This is an optimization exercise on Yosys and OpenROAD, whose aim is small area, a short achievable clock period and few clock cycles per item, not a production implementation. Function was checked by simulation only, so behaviour that the tests miss may differ from the original. Power is estimated from default activity; no workload was simulated.

### design/flow/config.mk
export PLATFORM = sky130hd
export DESIGN_NAME = core_top
export DESIGN_NICKNAME = core_top
export VERILOG_FILES = /design/flow/design.v
export SDC_FILE = /design/flow/constraint.sdc
export NUM_CORES = 4
export LEC_CHECK = 0
export CAP_MARGIN = 20
export CORE_MARGIN = 2
export CORE_UTILIZATION = 40
export SETUP_SLACK_MARGIN = 2.0
export SLEW_MARGIN = 20
export TNS_END_PERCENT = 100
### design/flow/constraint.sdc
create_clock -name core_clock -period 4.5 [get_ports {clk}]
set_input_delay 0.9000 -clock core_clock [delete_from_list [all_inputs] [get_ports {clk}]]
set_output_delay 0.9000 -clock core_clock [all_outputs]
set_load 0.01 [all_outputs]
### design/flow/design.v
`timescale 1ns/1ps
`default_nettype none
package core_pkg;
	typedef logic [31:0] word_t;
	typedef logic [4:0] reg_addr_t;
	localparam logic [6:0] OPC_OP     = 7'b0110011;
	localparam logic [6:0] OPC_OP_IMM = 7'b0010011;
	typedef enum logic [3:0] {
		ALU_ADD  = 4'b0000,
		ALU_SLL  = 4'b0001,
		ALU_SLT  = 4'b0010,
		ALU_SLTU = 4'b0011,
		ALU_XOR  = 4'b0100,
		ALU_SRL  = 4'b0101,
		ALU_OR   = 4'b0110,
		ALU_AND  = 4'b0111,
		ALU_SUB  = 4'b1000,
		ALU_SRA  = 4'b1101
	} alu_op_e;
	typedef struct packed {
		logic [6:0] funct7;
		reg_addr_t  rs2;
		reg_addr_t  rs1;
		logic [2:0] funct3;
		reg_addr_t  rd;
		logic [6:0] opcode;
	} r_type_t;
	typedef struct packed {
		logic [11:0] imm12;
		reg_addr_t   rs1;
		logic [2:0]  funct3;
		reg_addr_t   rd;
		logic [6:0]  opcode;
	} i_type_t;
	typedef union packed {
		r_type_t r;
		i_type_t i;
	} instr_u;
	typedef struct packed {
		logic      valid;
		alu_op_e   alu_op;
		reg_addr_t rd;
		word_t     op_a;
		word_t     op_b;
	} dec_t;
	typedef struct packed {
		logic      valid;
		reg_addr_t rd;
		word_t     data;
	} fwd_t;
	typedef struct packed {
		reg_addr_t rd;
		word_t     data;
	} wb_t;
endpackage
`default_nettype wire
`timescale 1ns/1ps
`default_nettype none
module reg_file (
	input  logic        clk,
	input  logic        arst_n,
	input  logic [4:0]  ra1,
	input  logic [4:0]  ra2,
	output logic [31:0] rd1,
	output logic [31:0] rd2,
	output logic        rv1,
	output logic        rv2,
	input  logic        we,
	input  logic [4:0]  wa,
	input  logic [31:0] wd
);
	logic [31:0] regs [1:31];
	logic [31:0] wrn;
	always_ff @(posedge clk or negedge arst_n) begin
		if (!arst_n) begin
			wrn <= '0;
		end else if (we && (wa != 5'd0)) begin
			wrn[wa] <= 1'b1;
		end
	end
	genvar i;
	generate
		for (i = 1; i < 32; i++) begin : g_reg
			always_ff @(posedge clk) begin
				if (we && (wa == i)) begin
					regs[i] <= wd;
				end
			end
		end
	endgenerate
	always_comb begin
		rd1 = '0;
		rd2 = '0;
		for (int k = 1; k < 32; k++) begin
			rd1 = rd1 | (regs[k] & {32{ra1 == k}});
			rd2 = rd2 | (regs[k] & {32{ra2 == k}});
		end
	end
	assign rv1 = wrn[ra1];
	assign rv2 = wrn[ra2];
endmodule
`default_nettype wire
`timescale 1ns/1ps
`default_nettype none
module decode_stage (
	input  logic        clk,
	input  logic        arst_n,
	input  logic [31:0] instr,
	input  logic        instr_valid,
	input  logic        adv,
	input  logic [31:0] alu_res,
	input  logic        x_valid,
	input  logic [4:0]  x_rd,
	input  logic [31:0] x_data,
	output logic        d_valid,
	output logic [4:0]  d_rd,
	output logic [31:0] d_a,
	output logic [31:0] d_b,
	output logic        d_use_sub,
	output logic        d_sra,
	output logic [7:0]  d_sel
);
	logic        is_op;
	logic        is_imm;
	logic [4:0]  rd;
	logic [2:0]  f3;
	logic [4:0]  rs1;
	logic [4:0]  rs2;
	logic [11:0] imm12;
	assign is_op  = (instr[6:0] == core_pkg::OPC_OP);
	assign is_imm = (instr[6:0] == core_pkg::OPC_OP_IMM);
	assign rd     = instr[11:7];
	assign f3     = instr[14:12];
	assign rs1    = instr[19:15];
	assign rs2    = instr[24:20];
	assign imm12  = instr[31:20];
	logic [31:0] rf1;
	logic [31:0] rf2;
	logic        rv1;
	logic        rv2;
	reg_file i_reg_file (
		.clk    (clk),
		.arst_n (arst_n),
		.ra1    (rs1),
		.ra2    (rs2),
		.rd1    (rf1),
		.rd2    (rf2),
		.rv1    (rv1),
		.rv2    (rv2),
		.we     (x_valid),
		.wa     (x_rd),
		.wd     (x_data)
	);
	logic a_alu, a_x, a_rf;
	logic b_alu, b_x, b_rf;
	logic [31:0] a_val;
	logic [31:0] b_reg;
	logic [31:0] b_val;
	assign a_alu = d_valid && (d_rd == rs1) && (rs1 != 5'd0);
	assign a_x   = !a_alu && x_valid && (x_rd == rs1) && (rs1 != 5'd0);
	assign a_rf  = !a_alu && !a_x && rv1;
	assign b_alu = d_valid && (d_rd == rs2) && (rs2 != 5'd0);
	assign b_x   = !b_alu && x_valid && (x_rd == rs2) && (rs2 != 5'd0);
	assign b_rf  = !b_alu && !b_x && rv2;
	assign a_val = ({32{a_alu}} & alu_res) | ({32{a_x}} & x_data) | ({32{a_rf}} & rf1);
	assign b_reg = ({32{b_alu}} & alu_res) | ({32{b_x}} & x_data) | ({32{b_rf}} & rf2);
	assign b_val = !is_imm ? b_reg
		: (f3[1:0] == 2'b01) ? {27'b0, rs2}
		: {{20{imm12[11]}}, imm12};
	logic [7:0] sel;
	logic       sub;
	always_comb begin
		sel = '0;
		sel[f3] = 1'b1;
	end
	assign sub = (f3 == 3'b000) && is_op && imm12[10];
	always_ff @(posedge clk or negedge arst_n) begin
		if (!arst_n) begin
			d_valid <= 1'b0;
		end else if (adv) begin
			d_valid <= instr_valid && (is_op || is_imm);
		end
	end
	always_ff @(posedge clk) begin
		if (adv) begin
			d_rd      <= rd;
			d_a       <= a_val;
			d_b       <= b_val;
			d_use_sub <= sub || (f3[2:1] == 2'b01);
			d_sra     <= imm12[10];
			d_sel     <= sel;
		end
	end
endmodule
`default_nettype wire
`timescale 1ns/1ps
`default_nettype none
module execute_stage (
	input  logic [31:0] a,
	input  logic [31:0] b,
	input  logic        use_sub,
	input  logic        sra,
	input  logic [7:0]  sel,
	output logic [31:0] res
);
	logic [32:0] sum_x;
	logic [31:0] sum;
	logic        cout;
	logic        lt;
	logic        ltu;
	logic [31:0] sl;
	logic [31:0] sr;
	logic signed [32:0] sr_in;
	logic signed [32:0] sr_out;
	assign {cout, sum_x} = {1'b0, a, 1'b1} + {1'b0, b ^ {32{use_sub}}, use_sub};
	assign sum = sum_x[32:1];
	assign ltu = !cout;
	assign lt  = (a[31] ^ b[31]) ? a[31] : sum[31];
	assign sl = a << b[4:0];
	assign sr_in  = {sra & a[31], a};
	assign sr_out = sr_in >>> b[4:0];
	assign sr     = sr_out[31:0];
	assign res = ({32{sel[0]}} & sum)
		| ({32{sel[1]}} & sl)
		| ({32{sel[2]}} & {31'b0, lt})
		| ({32{sel[3]}} & {31'b0, ltu})
		| ({32{sel[4]}} & (a ^ b))
		| ({32{sel[5]}} & sr)
		| ({32{sel[6]}} & (a | b))
		| ({32{sel[7]}} & (a & b));
endmodule
`default_nettype wire
`timescale 1ns/1ps
`default_nettype none
module result_stage (
	input  logic        clk,
	input  logic        arst_n,
	input  logic        d_valid,
	input  logic [4:0]  d_rd,
	input  logic [31:0] alu_res,
	output logic        adv,
	output logic        x_valid,
	output logic [4:0]  x_rd,
	output logic [31:0] x_data,
	output logic [36:0] wb,
	output logic        wb_valid,
	input  logic        wb_ready
);
	assign adv = !x_valid || wb_ready;
	always_ff @(posedge clk or negedge arst_n) begin
		if (!arst_n) begin
			x_valid <= 1'b0;
		end else if (adv) begin
			x_valid <= d_valid;
		end
	end
	always_ff @(posedge clk) begin
		if (adv) begin
			x_rd   <= d_rd;
			x_data <= alu_res;
		end
	end
	assign wb_valid = x_valid;
	assign wb       = {x_rd, x_data};
endmodule
`default_nettype wire
`timescale 1ns/1ps
`default_nettype none
module core_top (
	input  logic  clk,
	input  logic  arst_n,
	input  logic [31:0] instr,
	input  logic  instr_valid,
	output logic  instr_ready,
	output logic [36:0] wb,
	output logic  wb_valid,
	input  logic  wb_ready
);
	logic adv;
	logic        d_valid;
	logic [4:0]  d_rd;
	logic [31:0] d_a;
	logic [31:0] d_b;
	logic        d_use_sub;
	logic        d_sra;
	logic [7:0]  d_sel;
	logic [31:0] alu_res;
	logic        x_valid;
	logic [4:0]  x_rd;
	logic [31:0] x_data;
	assign instr_ready = adv;
	decode_stage i_decode_stage (
		.clk         (clk),
		.arst_n      (arst_n),
		.instr       (instr),
		.instr_valid (instr_valid),
		.adv         (adv),
		.alu_res     (alu_res),
		.x_valid     (x_valid),
		.x_rd        (x_rd),
		.x_data      (x_data),
		.d_valid     (d_valid),
		.d_rd        (d_rd),
		.d_a         (d_a),
		.d_b         (d_b),
		.d_use_sub   (d_use_sub),
		.d_sra       (d_sra),
		.d_sel       (d_sel)
	);
	execute_stage i_execute_stage (
		.a       (d_a),
		.b       (d_b),
		.use_sub (d_use_sub),
		.sra     (d_sra),
		.sel     (d_sel),
		.res     (alu_res)
	);
	result_stage i_result_stage (
		.clk      (clk),
		.arst_n   (arst_n),
		.adv      (adv),
		.d_valid  (d_valid),
		.d_rd     (d_rd),
		.alu_res  (alu_res),
		.x_valid  (x_valid),
		.x_rd     (x_rd),
		.x_data   (x_data),
		.wb       (wb),
		.wb_valid (wb_valid),
		.wb_ready (wb_ready)
	);
endmodule
`default_nettype wire
### design/flow/run.sh
#!/bin/bash
# synth_recipe.tcl (not shown) runs the flow's synth.tcl, then flattens the netlist and writes it again
# the make line also repeats each setting of config.mk as NAME=value (left out here)
make -C /OpenROAD-flow-scripts/flow DESIGN_CONFIG=/design/flow/config.mk WORK_HOME=/design/flow/orfs CLKGATE_MAP_FILE= SYNTH_SCRIPT=/design/flow/synth_recipe.tcl finish
==> notes.md <==
Number of global-route vias before repair: 49.0k
R2r startpoint: i_decode_stage.d_use_sub
Core Box Area: 139000 um^2
H-tree depth: 3
PD cells: 368 nW/um^2
Layout area overhead: 27.2%
Storage cell area: 34100 um^2
Unrepaired setup endpoints after global routing: yes
Pre-CTS setup slack: -0.153 ns
Sw power: 7.13 mW
RePlAce Congestion: 1.01
Slew @ Worst Pin: 1.08 ns
DR vias: 52.1k
Sw frac: 27.1%
Crit. End Element: flop
Static Leakage: 25.8 nW
Fillers: 12.0k
Outcome: complete, no violations
M1 GR Usage: 49.4%
Pin count of the biggest net entering global routing: 120
Routed vias/inst: 7.38
Ys Warns: 4
Setup violators final: 0
Synth async-reset ratio: 2.98%
Ys flop type: edfxtp_1
DR iter-0 viols: 10.4k
Cell area after synthesis: 56000 um^2
Number of synthesized flops with an enable pin: 1108
Achievable Freq: 260 MHz
Setup Crit Path Kind: reg2reg
Gate power share: 15.5%
Critical path arrival: 4.34 ns
CP required: 4.99 ns
Antenna violations before repair: 22
I/O pin cnt: 75
Worst-Skew Late Latency: 0.79 ns
Routed Wire Length: 308 mm
FF+latch count, synth: 1142
Fin. Hold Viols: 0
Power Total: 26.3 mW
Clk sinks: 1142
Nets: 5210
Share of layout cells above drive strength 1: 25.8%
CTS tree: yes
Die area: 143000 um^2
Post-layout worst setup margin: 0.650 ns
Avg Cell Area, Syn: 12.5 um^2
Syn_nets: 4634
# port buffers: 74
DP Area: 62900 um^2
HP Class: reg2reg
Final period util: 85.6%
Global-route wire length before repair: 410 mm
Post-synthesis sequential area ratio: 60.9%
Post-Synthesis Cells: 4489
Clock power share: 38.0%
Initial core utilization: 40.2%
HP Start: i_decode_stage.i_reg_file.wrn[30]
Footprint of the multi-input gates: 22400 um^2
Worst-path clk slew: 0.06 ns
Grt total ovfl: 0
Worst hold slack: 0.485 ns
CP max FO: 20
GRT met3 Usage: 19.9%
GRT Total Usage: 42.1%
Clk buf depth: 3
WL/cell: 43.6 um
GR Util met2: 59.4%
Final HPWL DP: 192 mm
Die Wd: 378 um
Cell internal pwr: 19.1 mW
DRC viols: 0
Clock Tree Root: clkbuf_16
DRT Pass-1 Iters: 10
Clock skew: 0.0453 ns
Antenna Nets Post-Route: 0
Finished Cell Area: 71300 um^2
Chip height: 378 um
Most Used Layer, Global Route: met2
Seq pwr share: 46.5%
Core Rows: 137
Min Clock Period, post-route: 3.85 ns
Startpoint Class: flop
IR drop worst, VDD: 332 uV
Netlist cell types: 81
TNS Setup: 0 ns
Critical path launch point: i_decode_stage.d_use_sub
Clock buffer count from CTS: 117
Slew HR: 27.2%
Max-slew violation count: 0
# Max-Cap Violations: 0
==> kinds of logic (layout without fill, tap and decap cells) <==
kind of cell / count (synthesis) / after routing / share of synthesized area [%]
muxes: 162 / 162 / 3.72
xor gates and xnor gates: 66 / 66 / 1.03
DFF: 1142 / 1142 / 60.9
buffers and inverters: 425 / 1102 / 2.95
and+or+nand+nor: 1047 / 1048 / 8.70
other: 0 / 13 / 0
adders and majority gates: 109 / 109 / 2.44
AOI/OAI and AO/OA: 1538 / 1538 / 20.2
==> cells in the mapped netlist, drive strengths merged (20+ instances only) <==
cell	count	share of area, %
a31o	26	0.41
edfxtp	1108	59
nor2	210	1.4
o21ai	105	0.94
and2	24	0.27
a31oi	20	0.22
dfrtp	34	1.5
a22oi	881	12
nor4	44	0.50
mux4	33	1.3
a222oi	59	1.1
nor3	72	0.64
nand2	409	2.7
inv	103	0.69
ha	109	2.4
clkbuf	242	1.6
nand2b	25	0.28
a221o	49	0.88
nand4	82	0.92
mux2i	88	1.6
a21o	34	0.46
nand3	97	0.87
xor2	41	0.64
buf	78	0.63
a221oi	24	0.39
xnor2	25	0.39
a21oi	170	1.5
mux2	41	0.82
==> area by class of cell <==
class	instances	share of cell area, %
Multi-Input combinational cell	2923	31.4
Tap cell	1876	3.29
Sequential cell	1142	47.9
Antenna cell	13	0.0457
Timing Repair Buffer	776	11.4
Clock buffer	146	4.35
Inverter	105	0.579
Clock inverter	75	1.07
==> worst max-delay path, stage by stage, from the launching register on <==
cell,delay (ns)
edfxtp_1,0.37
buf_12,0.21
buf_8,0.20
xor2_1,0.17
ha_2,0.34
a21oi_2,0.18
o21ai_0,0.16
a211oi_2,0.31
nor3b_4,0.58
o41ai_1,0.17
a221o_2,0.45
a221o_1,0.39
==> timing repair <==
| action | in CTS | in global routing |
|---|---|---|
| hold buffers | 0 | 0 |
| resized for setup | 425 | 123 |
| buffers inserted | 190 | 49 |
| setup endpoints to repair | 997 | 353 |
| cloned | 21 | 1 |
| pin swaps | 57 | 43 |
==> metal layers <==
layer	vias to the layer above	wire length, um
li1	19400	-
met1	25200	102000
met2	5604	123000
met3	1858	51100
met4	28	31300
met5	-	528
==> sequential cells by signal, summed over array words and instances, names as in the netlist <==
name,flops
i_decode_stage.d_b,32
i_decode_stage.d_sra,1
i_decode_stage.i_reg_file.wrn,32
i_decode_stage.d_use_sub,1
i_decode_stage.d_a,32
i_decode_stage.d_valid,1
i_result_stage.x_valid,1
i_result_stage.x_rd,5
i_decode_stage.d_sel,8
i_decode_stage.d_rd,5
i_result_stage.x_data,32
i_decode_stage.i_reg_file.regs,992
==> stage by stage <==
| step | std cells | util [%] |
|---|---|---|
| after floorplan | 4489 | - |
| after CTS | 6993 | 50.5 |
| after global placement | 6561 | 45.2 |
| after detailed placement | 6561 | 45.2 |
| final | 7056 | 51.2 |
| after global routing | 7043 | 51.2 |
==> power by group through the flow <==
stage                     logic (mW)  clock network [mW]  registers, mW
final                           4.06                9.98           12.2
after global routing            4.15                10.4           12.2
after CTS                       3.71                9.94           12.2
after detailed placement        2.97                   0           12.5
after global placement          2.96                   0           12.5
after floorplan                 1.38                   0           12.6
==> path summary, 6_finish.rpt <==
kind / to / depth (start not counted) / slack, ns
setup reg to reg: i_decode_stage.d_a[22] / 11 / 0.65
hold / removal: i_decode_stage.i_reg_file.wrn[30] / 1 / 0.48
hold reg to reg: i_decode_stage.i_reg_file.wrn[30] / 1 / 0.48
setup / recovery: i_decode_stage.d_a[22] / 11 / 0.65
min in group asynchronous: i_result_stage.x_valid / 2 / 0.53
max in group asynchronous: i_decode_stage.i_reg_file.wrn[30] / 2 / 3.62
==> cells in the final DEF (no fill, tap or decap), types with 45 or more instances in the layout <==
cell,instances
a21oi_1,123
a221o_1,45
a222oi_1,59
a22oi_1,881
buf_12,111
buf_4,513
buf_6,48
clkbuf_16,119
edfxtp_1,1108
ha_1,92
inv_1,101
mux2i_1,73
nand2_1,395
nand3_1,93
nand4_1,82
nor2_1,118
nor2_4,84
nor3_1,67
o21ai_0,80
Testbench counts, summed over its fixed seeds: cycles 12,016, items 12,000.

[port drivers added, routing unchanged]
The results above use ideal ports. As a check the final layout listed here was re-extracted and re-timed, cells and wires unchanged.
Step 1: set_driving_cell puts a clkbuf_16 on clk and a buf_2 on each other input, an assumption about the parent block.
Step 2, shift: input delay + t, output delay - t, t = (earliest + latest rising clock arrival at the registers) / 2. This alone moves slack from input paths to output paths.
Three values: ideal ports, drivers, drivers and shift; two values: the first two.
t, ns: 0.843
setup slack, ns: 0.650 / 0.650 / 0.257
worst setup path after step 2: input to register
clock arrival spread, ns: 0.055 / 0.055
worst data-port slew with drivers (ns): 0.05
After both steps setup and hold are still met in this run. For this run, drivers alone change the setup slack by 0.000 ns; drivers and shift together by -0.393 ns.
